Source: an optimization exercise on an open RTL-to-GDS flow (aim: small area and a short achievable clock period). Production flows keep margins and buffers that such runs may drop.
RTL that was checked went through simulation tests only; none was proved equivalent to the original.
Power and IR drop assume default switching activity.

Setup of north:
// ranker_top
module ranker_top (
    input  logic                  clk,
    input  logic                  reset,
    input  logic [axil_pkg::addr_width-1:0] awaddr,
    input  logic                  awvalid,
    output logic                  awready,
    input  logic [axil_pkg::data_width-1:0] wdata,
    input  logic [axil_pkg::strb_width-1:0] wstrb,
    input  logic                  wvalid,
    output logic                  wready,
    output axil_pkg::resp_t                 bresp,
    output logic                  bvalid,
    input  logic                  bready,
    input  logic [axil_pkg::addr_width-1:0] araddr,
    input  logic                  arvalid,
    output logic                  arready,
    output logic [axil_pkg::data_width-1:0] rdata,
    output axil_pkg::resp_t                 rresp,
    output logic                  rvalid,
    input  logic                  rready,
    output logic                  irq_out
);
    localparam logic [3:0] w_control = 4'h0;
    localparam logic [3:0] w_status  = 4'h1;
    localparam logic [3:0] w_config  = 4'h2;
  ...
For scale: about 1500 cells after synthesis, ~120 I/O pins, ~20000 sq um of cells after synthesis.
export LEC_CHECK = 0
export CAP_MARGIN = 20
export CORE_MARGIN = 2
export CORE_UTILIZATION = 65
export CTS_BUF_LIST = sky130_fd_sc_hd__clkbuf_8
export SETUP_SLACK_MARGIN = 4.6
export SLEW_MARGIN = 20
create_clock -name core_clock -period 7.5 [get_ports {clk}]
standard.sh (not shown) runs the stock make flow with config.mk's settings and CLKGATE_MAP_FILE= SYNTH_SCRIPT=/design/flow/synth_recipe.tcl, a recipe that flattens the netlist after the stock synthesis.
==> flow/flow/run.sh <==
#!/bin/bash
# The standard layout, with plain buffers on the ports instead of the delay
# buffers buffer_ports picks by default. Every port still gets its buffer.
set -euo pipefail
export BUFFER_PORTS_ARGS="-buffer_cell sky130_fd_sc_hd__buf_2"
bash standard.sh > standard.log 2>&1
north did not stop at any stage, and its layout met the timing, DRC and antenna checks.
## Diff of input files: south against north
- setting CTS_CLUSTER_SIZE to 20 for the first time
Results
Combined buffer and inverter count along the critical path: south vs north, no meaningful difference. Ratio of routed vias to standard cells ended up about 0.7% higher on south than on north. ~same switching power as a share of total power in south and north. Changes observed in south relative to north: net count of the finished layout saw little to no change; number of gates resized after cts saw a decrease.
No run of this note included a check of the RTL's function; only the layout flow was run.

---

Setup of P:
Another version of the RTL of ranker_top (not shown whole).
For scale: roughly 1,400 cells after synthesis, about 120 I/O pins.
export LEC_CHECK = 0
export CAP_MARGIN = 20
export CORE_MARGIN = 2
export CORE_UTILIZATION = 40
export CTS_BUF_LIST = sky130_fd_sc_hd__clkbuf_8 sky130_fd_sc_hd__clkbuf_16
export CTS_CLUSTER_DIAMETER = 100
export CTS_CLUSTER_SIZE = 30
export SETUP_SLACK_MARGIN = 4.75
export SLEW_MARGIN = 20
create_clock -name core_clock -period 7.5 [get_ports {clk}]
==> flow/flow/run.sh <==
#!/bin/bash
# The standard layout, with plain buffers on the ports instead of the delay
# buffers buffer_ports picks by default. Every port still gets its buffer.
set -euo pipefail
export BUFFER_PORTS_ARGS="-buffer_cell sky130_fd_sc_hd__buf_1"
bash standard.sh > standard.log 2>&1
Input-level comparison between Q and P:
- swapping 4.75 for 4.5 in SETUP_SLACK_MARGIN
==> flow/flow/run.sh <==
#!/bin/bash
# The standard layout, with plain buffers on the ports instead of the delay
# buffers buffer_ports picks by default. Every port still gets its buffer.
set -euo pipefail
export BUFFER_PORTS_ARGS="-buffer_cell sky130_fd_sc_hd__buf_2"
bash standard.sh > standard.log 2>&1
Results
Worst hold slack delta (P -> Q): insignificant
Share of power burned in combinational logic delta (P -> Q): insignificant
Min least setup slack across all paths after layout across Q and P: Q
Between P and Q, the DRC violation count after routing does not differ in any meaningful way.
According to the power report, total power for Q is lower than for P.
Final critical delay including setup and external delays ended up 0.18 ns higher on Q than on P.
Q and P ended up with roughly the same clock edge transition at the registers on the reported setup and hold paths.
Global-route met1 utilization ended up 0.70 points lower on Q than on P.
Comparing P with Q, the cell count came out essentially unchanged.

---

## willow
ranker_top, a different RTL version from the one above (not shown whole).
For scale: ~470 flip-flops, roughly 120 I/O pins, ~19,000 µm² of cells after synthesis.
==> flow/config.mk <==
export PLATFORM = sky130hd
export DESIGN_NAME = ranker_top
export DESIGN_NICKNAME = ranker_top
export VERILOG_FILES = /design/flow/design.v
export SDC_FILE = /design/flow/constraint.sdc
export NUM_CORES = 4
export LEC_CHECK = 0
export CAP_MARGIN = 20
export CORE_MARGIN = 2
export CORE_UTILIZATION = 40
export CTS_BUF_LIST = sky130_fd_sc_hd__clkbuf_8 sky130_fd_sc_hd__clkbuf_16
export CTS_CLUSTER_DIAMETER = 100
export CTS_CLUSTER_SIZE = 30
export SETUP_SLACK_MARGIN = 4.5
export SLEW_MARGIN = 20
==> flow/constraint.sdc <==
create_clock -name core_clock -period 7.5 [get_ports {clk}]
set_input_delay 1.5000 -clock core_clock [delete_from_list [all_inputs] [get_ports {clk}]]
set_output_delay 1.5000 -clock core_clock [all_outputs]
set_load 0.01 [all_outputs]
==> flow/flow/run.sh <==
#!/bin/bash
# The standard layout, with plain buffers on the ports instead of the delay
# buffers buffer_ports picks by default. Every port still gets its buffer.
set -euo pipefail
export BUFFER_PORTS_ARGS="-buffer_cell sky130_fd_sc_hd__buf_2"
bash standard.sh > standard.log 2>&1
> inputs changed (willow -> nickel)
Settings: swapping 30 for 15 in CTS_CLUSTER_SIZE; swapping sky130_fd_sc_hd__clkbuf_8 sky130_fd_sc_hd__clkbuf_16 for sky130_fd_sc_hd__clkbuf_4 sky130_fd_sc_hd__clkbuf_8 in CTS_BUF_LIST; clearing CTS_CLUSTER_DIAMETER, which used to be 100.
--- outcome ---
- Per the comparison of nickel with willow, wire length now sits higher, final cell count now sits higher, wire length of the first global-routing pass now sits higher, number of library cell types mapped by synthesis now sits at about the same level, detailed-router iteration count before antenna repair now sits lower.
- The aggregate global routing overflow on willow is in line with that on nickel.

---

Setup of job 104:
ranker_top, a different RTL version from the one above (not shown whole).
For scale: ~480 flip-flops, ~120 I/O pins.
Settings: LEC_CHECK=0, CAP_MARGIN=20, CORE_MARGIN=2, CORE_UTILIZATION=40, SETUP_SLACK_MARGIN=4.5, SLEW_MARGIN=20; clock period 7.5 ns.
Scripts as last shown in full above: flow/flow/run.sh
For job 105, these inputs were changed with respect to job 104:
==> flow/run.sh (new file) <==
#!/bin/bash
# synth_recipe.tcl (not shown) runs the flow's synth.tcl, then flattens the netlist and writes it again
# the make line also repeats each setting of config.mk as NAME=value (left out here)
make -C /OpenROAD-flow-scripts/flow DESIGN_CONFIG=/design/flow/config.mk WORK_HOME=/design/flow/orfs CLKGATE_MAP_FILE= SYNTH_SCRIPT=/design/flow/synth_recipe.tcl finish
removed: flow/flow/run.sh
removed: flow/standard.sh
### Flow results
- The final layouts of job 105 and job 104 pass the timing, DRC and antenna checks.
- Signed area change from the synthesized netlist to the final layout was higher in job 105 than in job 104.
- On minimum clock period after layout, job 104 loses to job 105.
- Area enclosed by the die boundary: job 104 vs job 105, no meaningful difference
- Higher hold slack was reported by job 105, not job 104.
- Of job 105 and job 104, it is job 105 that has the higher post-CTS setup buffer count.
- In the tables for job 105 and job 104, minimum setup slack in the final design reads higher with job 105.
- Relative to job 104, the combinational power measured on job 105 has increased by more than 10%.
- Between job 104 and job 105, the flow reports layout net count increasing slightly.
- For job 104, the cell with the largest stage delay on the worst path was sky130_fd_sc_hd__fa_1, unlike job 105, where it was sky130_fd_sc_hd__fa_2.
- Taking job 104 as the reference, in job 105 utilization now larger; number of buffers inserted during clock tree synthesis now larger.
Function was not checked in any run of this note: the RTL went through the layout flow alone.

---

## xenon
RTL: one of the versions met above, not the one the previous note started from.
Size in the first run: ~1400 cells after synthesis, ~20000 um2 of cells after synthesis.
==> flow/config.mk <==
export PLATFORM = sky130hd
export DESIGN_NAME = ranker_top
export DESIGN_NICKNAME = ranker_top
export VERILOG_FILES = /design/flow/design.v
export SDC_FILE = /design/flow/constraint.sdc
export NUM_CORES = 4
export LEC_CHECK = 0
export CAP_MARGIN = 20
export CORE_MARGIN = 2
export CORE_UTILIZATION = 55
export CTS_BUF_LIST = sky130_fd_sc_hd__clkbuf_8 sky130_fd_sc_hd__clkbuf_16
export CTS_CLUSTER_DIAMETER = 100
export CTS_CLUSTER_SIZE = 30
export SETUP_SLACK_MARGIN = 4.75
export SLEW_MARGIN = 20
==> flow/constraint.sdc <==
create_clock -name core_clock -period 7.5 [get_ports {clk}]
set_input_delay 1.5000 -clock core_clock [delete_from_list [all_inputs] [get_ports {clk}]]
set_output_delay 1.5000 -clock core_clock [all_outputs]
set_load 0.01 [all_outputs]
==> flow/flow/run.sh <==
#!/bin/bash
# The standard layout, with plain buffers on the ports instead of the delay
# buffers buffer_ports picks by default. Every port still gets its buffer.
set -euo pipefail
export BUFFER_PORTS_ARGS="-buffer_cell sky130_fd_sc_hd__buf_2"
bash standard.sh > standard.log 2>&1
xenon | status: complete | timing, DRC, antenna: pass
diff inputs: xenon => harbor
Settings: SETUP_SLACK_MARGIN now 4.95, was 4.75; CORE_UTILIZATION now 40, was 55.
## What came out
Compared harbor against xenon; final period utilization within noise. harbor against xenon: total placed cells including tap cells rose 202; sequential power has remained practically unchanged. harbor — part of the total power dissipated in sequential elements 1.3 points lower, xenon as reference. Comparing xenon and harbor, the higher global-route usage was measured on xenon. The more densely filled core belongs to xenon, not harbor. | setup slack | lower: xenon |. Diff xenon -> harbor | reported combinational group power | up by more than 10%. Compared to xenon, the routing of harbor uses more wire. In the flow results for xenon and harbor, the share of total power in the clock network is smaller on harbor. On critical path depth: between xenon and harbor, it ends up lower for harbor.
Changes in zinc relative to harbor:
Settings: changing SETUP_SLACK_MARGIN from 4.95 to 4.75.
Results
All of zinc and harbor finish clean. Final hold slack of zinc is on par with harbor. There was hardly any difference in final worst-path setup slack between zinc and harbor. Worst setup skew after layout (lower): harbor.

---

ranker_top, a different RTL version from the one above (not shown whole).
Size in the first run: about 1300 cells after synthesis, about 470 flip-flops, roughly 19000 µm² of cells after synthesis.
==> flow/config.mk <==
export PLATFORM = sky130hd
export DESIGN_NAME = ranker_top
export DESIGN_NICKNAME = ranker_top
export VERILOG_FILES = /design/flow/design.v
export SDC_FILE = /design/flow/constraint.sdc
export NUM_CORES = 4
export LEC_CHECK = 0
export CAP_MARGIN = 20
export CORE_MARGIN = 2
export CORE_UTILIZATION = 40
export SETUP_SLACK_MARGIN = 4.5
export SLEW_MARGIN = 20
==> flow/constraint.sdc <==
create_clock -name core_clock -period 7.5 [get_ports {clk}]
set_input_delay 1.5000 -clock core_clock [delete_from_list [all_inputs] [get_ports {clk}]]
set_output_delay 1.5000 -clock core_clock [all_outputs]
set_load 0.01 [all_outputs]
Scripts as last shown in full above: flow/flow/run.sh
The starting point finished clean.
==> next run, changes <==
CTS_BUF_LIST = sky130_fd_sc_hd__clkbuf_8 sky130_fd_sc_hd__clkbuf_16   (was not set)
CTS_CLUSTER_DIAMETER = 80   (was not set)
CTS_CLUSTER_SIZE = 25   (was not set)
Result:
- total power is lower by 14%
- synthesized cell count does not change
- routed wire length is lower by 1.1%
- first-iteration DRC count is lower by 8.3%
- non-clock buffer count is higher by 2
- sequential power hardly moves
- worst hold slack gains 11 ps
- global-route usage is lower by 0.51 points

---

run C:
Another version of the RTL of ranker_top (not shown whole).
Size: ~1400 cells after synthesis, roughly 470 flip-flops.
==> flow/config.mk <==
export PLATFORM = sky130hd
export DESIGN_NAME = ranker_top
export DESIGN_NICKNAME = ranker_top
export VERILOG_FILES = /design/flow/design.v
export SDC_FILE = /design/flow/constraint.sdc
export NUM_CORES = 4
export LEC_CHECK = 0
export CAP_MARGIN = 20
export CORE_MARGIN = 2
export CORE_UTILIZATION = 40
export SETUP_SLACK_MARGIN = 4.5
export SLEW_MARGIN = 20
==> flow/constraint.sdc <==
create_clock -name core_clock -period 7.5 [get_ports {clk}]
set_input_delay 1.5000 -clock core_clock [delete_from_list [all_inputs] [get_ports {clk}]]
set_output_delay 1.5000 -clock core_clock [all_outputs]
set_load 0.01 [all_outputs]
Scripts as last shown in full above: flow/flow/run.sh
For run E, these inputs were changed with respect to run C:
- CORE_UTILIZATION now 65, was 40
- SETUP_SLACK_MARGIN now 5.0, was 4.5
--- outcome ---
- Changes observed in run E relative to run C: fraction of area in multi-input gates grew by 0.23 points, final net count grew by 120, area inside the core boundary shrank by 39%, total clock buffers created by CTS shrank by 2.1%.
- The count of routing violations after the opening detailed-route iteration in run C is 0.62 times that in run E.
- Layout filler cell count: run E < run C
- Run C was routed with fewer vias than run E.
- Sort run C and run E by clock-buffer cell count asc -> top: run C
- Achievable clock frequency, run C and run E: higher on run E
- Length of routed met3 wiring of run E exceeds that of run C by more than half.
No run of this note included a check of the RTL's function; only the layout flow was run.

---

== rev 12 ==
The RTL this note starts from:
==> flow/design.v <==
`timescale 1ns/1ps
package axil_pkg;
    localparam int addr_width = 16;
    localparam int data_width = 32;
    localparam int strb_width = 4;
    typedef enum logic [1:0] {
        resp_okay   = 2'b00,
        resp_slverr = 2'b10
    } resp_t;
    typedef enum logic [1:0] {
        wr_idle,
        wr_data,
        wr_resp
    } wr_state_t;
    typedef enum logic {
        rd_idle,
        rd_resp
    } rd_state_t;
endpackage
`timescale 1ns/1ps
package ranker_pkg;
    localparam logic [15:0] addr_control = 16'h0000;
    localparam logic [15:0] addr_status  = 16'h0004;
    localparam logic [15:0] addr_config  = 16'h0008;
    localparam logic [15:0] addr_hash_lo = 16'h0020;
    localparam logic [15:0] addr_hash_hi = 16'h0024;
    localparam logic [15:0] addr_seg_lo  = 16'h0028;
    localparam logic [15:0] addr_seg_hi  = 16'h002C;
    localparam logic [15:0] addr_pos_lo  = 16'h0030;
    localparam logic [15:0] addr_pos_hi  = 16'h0034;
    localparam logic [15:0] addr_score   = 16'h0038;
    localparam logic [15:0] addr_result  = 16'h003C;
    localparam int ctrl_valid_bit  = 1;
    localparam int status_done_bit = 1;
    localparam int status_rank_lo  = 16;
    typedef logic [63:0] key_t;
    typedef logic [31:0] score_t;
    typedef logic [15:0] rank_t;
endpackage
`timescale 1ns/1ps
`timescale 1ns/1ps
`timescale 1ns/1ps
`timescale 1ns/1ps
module ranker_top (
    input  logic                  clk,
    input  logic                  reset,
    input  logic [axil_pkg::addr_width-1:0] awaddr,
    input  logic                  awvalid,
    output logic                  awready,
    input  logic [axil_pkg::data_width-1:0] wdata,
    input  logic [axil_pkg::strb_width-1:0] wstrb,
    input  logic                  wvalid,
    output logic                  wready,
    output axil_pkg::resp_t                 bresp,
    output logic                  bvalid,
    input  logic                  bready,
    input  logic [axil_pkg::addr_width-1:0] araddr,
    input  logic                  arvalid,
    output logic                  arready,
    output logic [axil_pkg::data_width-1:0] rdata,
    output axil_pkg::resp_t                 rresp,
    output logic                  rvalid,
    input  logic                  rready,
    output logic                  irq_out
);
    localparam logic [3:0] w_control = 4'h0;
    localparam logic [3:0] w_status  = 4'h1;
    localparam logic [3:0] w_config  = 4'h2;
    localparam logic [3:0] w_hash_lo = 4'h8;
    localparam logic [3:0] w_hash_hi = 4'h9;
    localparam logic [3:0] w_seg_lo  = 4'hA;
    localparam logic [3:0] w_seg_hi  = 4'hB;
    localparam logic [3:0] w_pos_lo  = 4'hC;
    localparam logic [3:0] w_pos_hi  = 4'hD;
    localparam logic [3:0] w_score   = 4'hE;
    localparam logic [3:0] w_result  = 4'hF;
    function automatic logic writable(input logic [15:0] a);
        writable = (a[15:6] == 10'd0) && (a[1:0] == 2'd0) &&
                   (a[5:2] == w_control || a[5:2] == w_config ||
                    (a[5:2] >= w_hash_lo && a[5:2] != w_result));
    endfunction
    function automatic logic readable(input logic [15:0] a);
        readable = (a[15:6] == 10'd0) && (a[1:0] == 2'd0) &&
                   (a[5:2] <= w_config || a[5:2] >= w_hash_lo);
    endfunction
    logic       st_data, st_resp;
    logic [3:0] aw_word;
    logic       aw_ok;
    logic       wr_en;
    assign awready = ~(st_data | st_resp);
    assign wready  = st_data;
    assign bvalid  = st_resp;
    assign bresp   = axil_pkg::resp_t'({~aw_ok, 1'b0});
    assign wr_en   = st_data && wvalid && aw_ok;
    always_ff @(posedge clk or posedge reset) begin
        if (reset) begin
            st_data <= 1'b0;
            st_resp <= 1'b0;
        end else begin
            if (awready && awvalid) st_data <= 1'b1;
            else if (st_data && wvalid) st_data <= 1'b0;
            if (st_data && wvalid) st_resp <= 1'b1;
            else if (st_resp && bready) st_resp <= 1'b0;
        end
    end
    always_ff @(posedge clk) begin
        if (awready) begin
            aw_word <= awaddr[5:2];
            aw_ok   <= writable(awaddr);
        end
    end
    logic        live_q;
    logic [31:0] control_q, config_q, hash_lo_q, hash_hi_q, seg_lo_q, seg_hi_q;
    logic [31:0] pos_lo_q, pos_hi_q, score_q, result_q;
    logic        done_q;
    logic [6:0]  rank_q;
    logic [31:0] wr_data;
    always_ff @(posedge clk or posedge reset) begin
        if (reset) live_q <= 1'b0;
        else       live_q <= 1'b1;
    end
    assign wr_data = live_q ? wdata : 32'd0;
    function automatic logic lane_en(input logic live, input logic wr, input logic [3:0] word,
                                     input logic [3:0] target, input logic strb);
        lane_en = !live || (wr && word == target && strb);
    endfunction
    always_ff @(posedge clk) begin
        for (int i = 0; i < 4; i++) begin
            if (lane_en(live_q, wr_en, aw_word, w_control, wstrb[i])) control_q[i*8 +: 8] <= wr_data[i*8 +: 8];
            if (lane_en(live_q, wr_en, aw_word, w_config,  wstrb[i])) config_q[i*8 +: 8]  <= wr_data[i*8 +: 8];
            if (lane_en(live_q, wr_en, aw_word, w_hash_lo, wstrb[i])) hash_lo_q[i*8 +: 8] <= wr_data[i*8 +: 8];
            if (lane_en(live_q, wr_en, aw_word, w_hash_hi, wstrb[i])) hash_hi_q[i*8 +: 8] <= wr_data[i*8 +: 8];
            if (lane_en(live_q, wr_en, aw_word, w_seg_lo,  wstrb[i])) seg_lo_q[i*8 +: 8]  <= wr_data[i*8 +: 8];
            if (lane_en(live_q, wr_en, aw_word, w_seg_hi,  wstrb[i])) seg_hi_q[i*8 +: 8]  <= wr_data[i*8 +: 8];
            if (lane_en(live_q, wr_en, aw_word, w_pos_lo,  wstrb[i])) pos_lo_q[i*8 +: 8]  <= wr_data[i*8 +: 8];
            if (lane_en(live_q, wr_en, aw_word, w_pos_hi,  wstrb[i])) pos_hi_q[i*8 +: 8]  <= wr_data[i*8 +: 8];
            if (lane_en(live_q, wr_en, aw_word, w_score,   wstrb[i])) score_q[i*8 +: 8]   <= wr_data[i*8 +: 8];
        end
    end
    logic [63:0] same;
    logic [3:0]  part_q [8];
    logic [5:0]  half_q [2];
    logic [6:0]  cnt;
    logic [31:0] diff1_q, diff2_q;
    logic        run1_q, run2_q;
    assign same = ~({hash_hi_q, hash_lo_q} ^ {seg_hi_q, seg_lo_q});
    assign cnt  = 7'(half_q[0]) + 7'(half_q[1]);
    always_ff @(posedge clk) begin
        for (int i = 0; i < 8; i++) begin
            part_q[i] <= 4'($countones(same[i*8 +: 8]));
        end
        for (int i = 0; i < 2; i++) begin
            half_q[i] <= (6'(part_q[4*i]) + 6'(part_q[4*i+1])) + (6'(part_q[4*i+2]) + 6'(part_q[4*i+3]));
        end
        diff1_q <= score_q - {16'd0, pos_lo_q[15:0]};
        diff2_q <= diff1_q;
    end
    always_ff @(posedge clk or posedge reset) begin
        if (reset) begin
            run1_q <= 1'b0;
            run2_q <= 1'b0;
        end else begin
            run1_q <= control_q[ranker_pkg::ctrl_valid_bit] && live_q;
            run2_q <= run1_q;
        end
    end
    assign irq_out = run2_q;
    always_ff @(posedge clk or posedge reset) begin
        if (reset)       done_q <= 1'b0;
        else if (run2_q) done_q <= 1'b1;
    end
    always_ff @(posedge clk) begin
        if (run2_q) begin
            result_q <= diff2_q + {17'd0, cnt, 8'd0};
            rank_q   <= cnt;
        end
    end
    logic        rd_busy;
    logic [31:0] rd_word;
    logic        rd_ok;
    logic        rd_err;
    assign arready = ~rd_busy;
    assign rvalid  = rd_busy;
    assign rresp   = axil_pkg::resp_t'({rd_err, 1'b0});
    always_ff @(posedge clk or posedge reset) begin
        if (reset) begin
            rd_busy <= 1'b0;
        end else begin
            if (arvalid && !rd_busy) rd_busy <= 1'b1;
            else if (rd_busy && rready) rd_busy <= 1'b0;
        end
    end
    assign rd_ok = readable(araddr);
    always_comb begin
        case (araddr[5:2])
            w_control: rd_word = control_q;
            w_status:  rd_word = {9'd0, done_q ? rank_q : 7'd0, 14'd0, done_q, 1'b0};
            w_config:  rd_word = config_q;
            w_hash_lo: rd_word = hash_lo_q;
            w_hash_hi: rd_word = hash_hi_q;
            w_seg_lo:  rd_word = seg_lo_q;
            w_seg_hi:  rd_word = seg_hi_q;
            w_pos_lo:  rd_word = pos_lo_q;
            w_pos_hi:  rd_word = pos_hi_q;
            w_score:   rd_word = score_q;
            w_result:  rd_word = done_q ? result_q : 32'd0;
            default:   rd_word = '0;
        endcase
        if (!rd_ok || !live_q) rd_word = '0;
    end
    always_ff @(posedge clk) begin
        if (!rd_busy) begin
            rdata  <= rd_word;
            rd_err <= !rd_ok;
        end
    end
endmodule
==> flow/config.mk <==
export PLATFORM = sky130hd
export DESIGN_NAME = ranker_top
export DESIGN_NICKNAME = ranker_top
export VERILOG_FILES = /design/flow/design.v
export SDC_FILE = /design/flow/constraint.sdc
export NUM_CORES = 4
export LEC_CHECK = 0
export CAP_MARGIN = 20
export CORE_MARGIN = 2
export CORE_UTILIZATION = 40
export SETUP_SLACK_MARGIN = 4.0
export SLEW_MARGIN = 20
==> flow/constraint.sdc <==
create_clock -name core_clock -period 7.5 [get_ports {clk}]
set_input_delay 1.5000 -clock core_clock [delete_from_list [all_inputs] [get_ports {clk}]]
set_output_delay 1.5000 -clock core_clock [all_outputs]
set_load 0.01 [all_outputs]
run.sh (not shown) runs the stock make flow with config.mk's settings and CLKGATE_MAP_FILE= SYNTH_SCRIPT=/design/flow/synth_recipe.tcl, a recipe that flattens the netlist after the stock synthesis.
Stock flow here: none of the scripts above is used.
What rev 13 does differently from rev 12 at the input level:
Settings: swapping 4.0 for 4.5 in SETUP_SLACK_MARGIN.
## What came out
Worst setup slack came out higher on rev 13 than on rev 12. Hold slack across rev 12 and rev 13: no real change. Compared with rev 12, rev 13 shows a finished layout cell area that is about 5% higher. Diff rev 13..rev 12 | count of multi-input combinational gates | negligible. Rev 13 — met3 usage in global routing 0.60 points lower, rev 12 as reference.
No functional check of the RTL was part of any run of this note.

## static timing again, ports no longer ideal
The flow's constraints put no driver on any port. The routed layouts listed below were extracted and timed again, unchanged, in two steps.
Step 1 assumes that a clkbuf_16 drives the clock port and a buf_2 every other input.
Step 2 adds t to the input delays and takes it off the output delays; t is the mean of the earliest and latest rising clock arrival at the registers after step 1. Input paths then give back, and output paths get back, about the clock's delay inside the block.
Three values: ideal ports, drivers, drivers and shift; two values: the first two.
| run | shift t [ns] | setup slack, ns | worst hold slack (ns) | worst setup path after step 2 |
|---|---|---|---|---|
| north | 0.641 | 4.526 / 4.554 / 3.913 | 0.325 / 0.325 / 0.325 | input to register |
| south | 0.645 | 4.532 / 4.559 / 3.914 | 0.325 / 0.325 / 0.325 | input to register |
| P | 0.607 | 4.786 / 4.727 / 4.223 | 0.337 / 0.337 / 0.337 | input to register |
| Q | 0.589 | 4.608 / 4.642 / 4.054 | 0.337 / 0.337 / 0.337 | input to register |
| willow | 0.592 | 4.480 / 4.505 / 3.913 | 0.333 / 0.333 / 0.333 | input to register |
| nickel | 0.661 | 4.529 / 4.500 / 3.898 | 0.317 / 0.317 / 0.317 | input to register |
| job 104 | 0.633 | 4.341 / 4.341 / 4.008 | 0.316 / 0.316 / 0.316 | input to register |
| job 105 | 0.647 | 4.382 / 4.382 / 3.824 | 0.324 / 0.324 / 0.324 | input to register |
| xenon | 0.597 | 4.773 / 4.734 / 4.183 | 0.335 / 0.335 / 0.335 | input to register |
| harbor | 0.599 | 4.777 / 4.721 / 4.279 | 0.336 / 0.336 / 0.336 | input to register |
| zinc | 0.596 | 4.777 / 4.723 / 4.262 | 0.337 / 0.337 / 0.337 | input to register |
| the first run of note 6 | 0.633 | 4.567 / 4.567 / 3.987 | 0.321 / 0.321 / 0.321 | input to register |
| the second run of note 6 | 0.617 | 4.531 / 4.564 / 3.949 | 0.333 / 0.333 / 0.333 | input to register |
| run C | 0.606 | 4.450 / 4.396 / 4.004 | 0.326 / 0.326 / 0.326 | input to register |
| run E | 0.598 | 4.504 / 4.504 / 3.998 | 0.327 / 0.327 / 0.327 | input to register |
| rev 12 | 0.650 | 4.055 / 4.039 / 3.433 | 0.321 / 0.321 / 0.321 | input to register |
| rev 13 | 0.637 | 4.341 / 4.370 / 3.734 | 0.321 / 0.321 / 0.321 | input to register |
After both steps setup and hold are still met in every run listed. For nickel, which loses most, drivers alone change the setup slack by -0.029 ns; drivers and shift together by -0.631 ns.
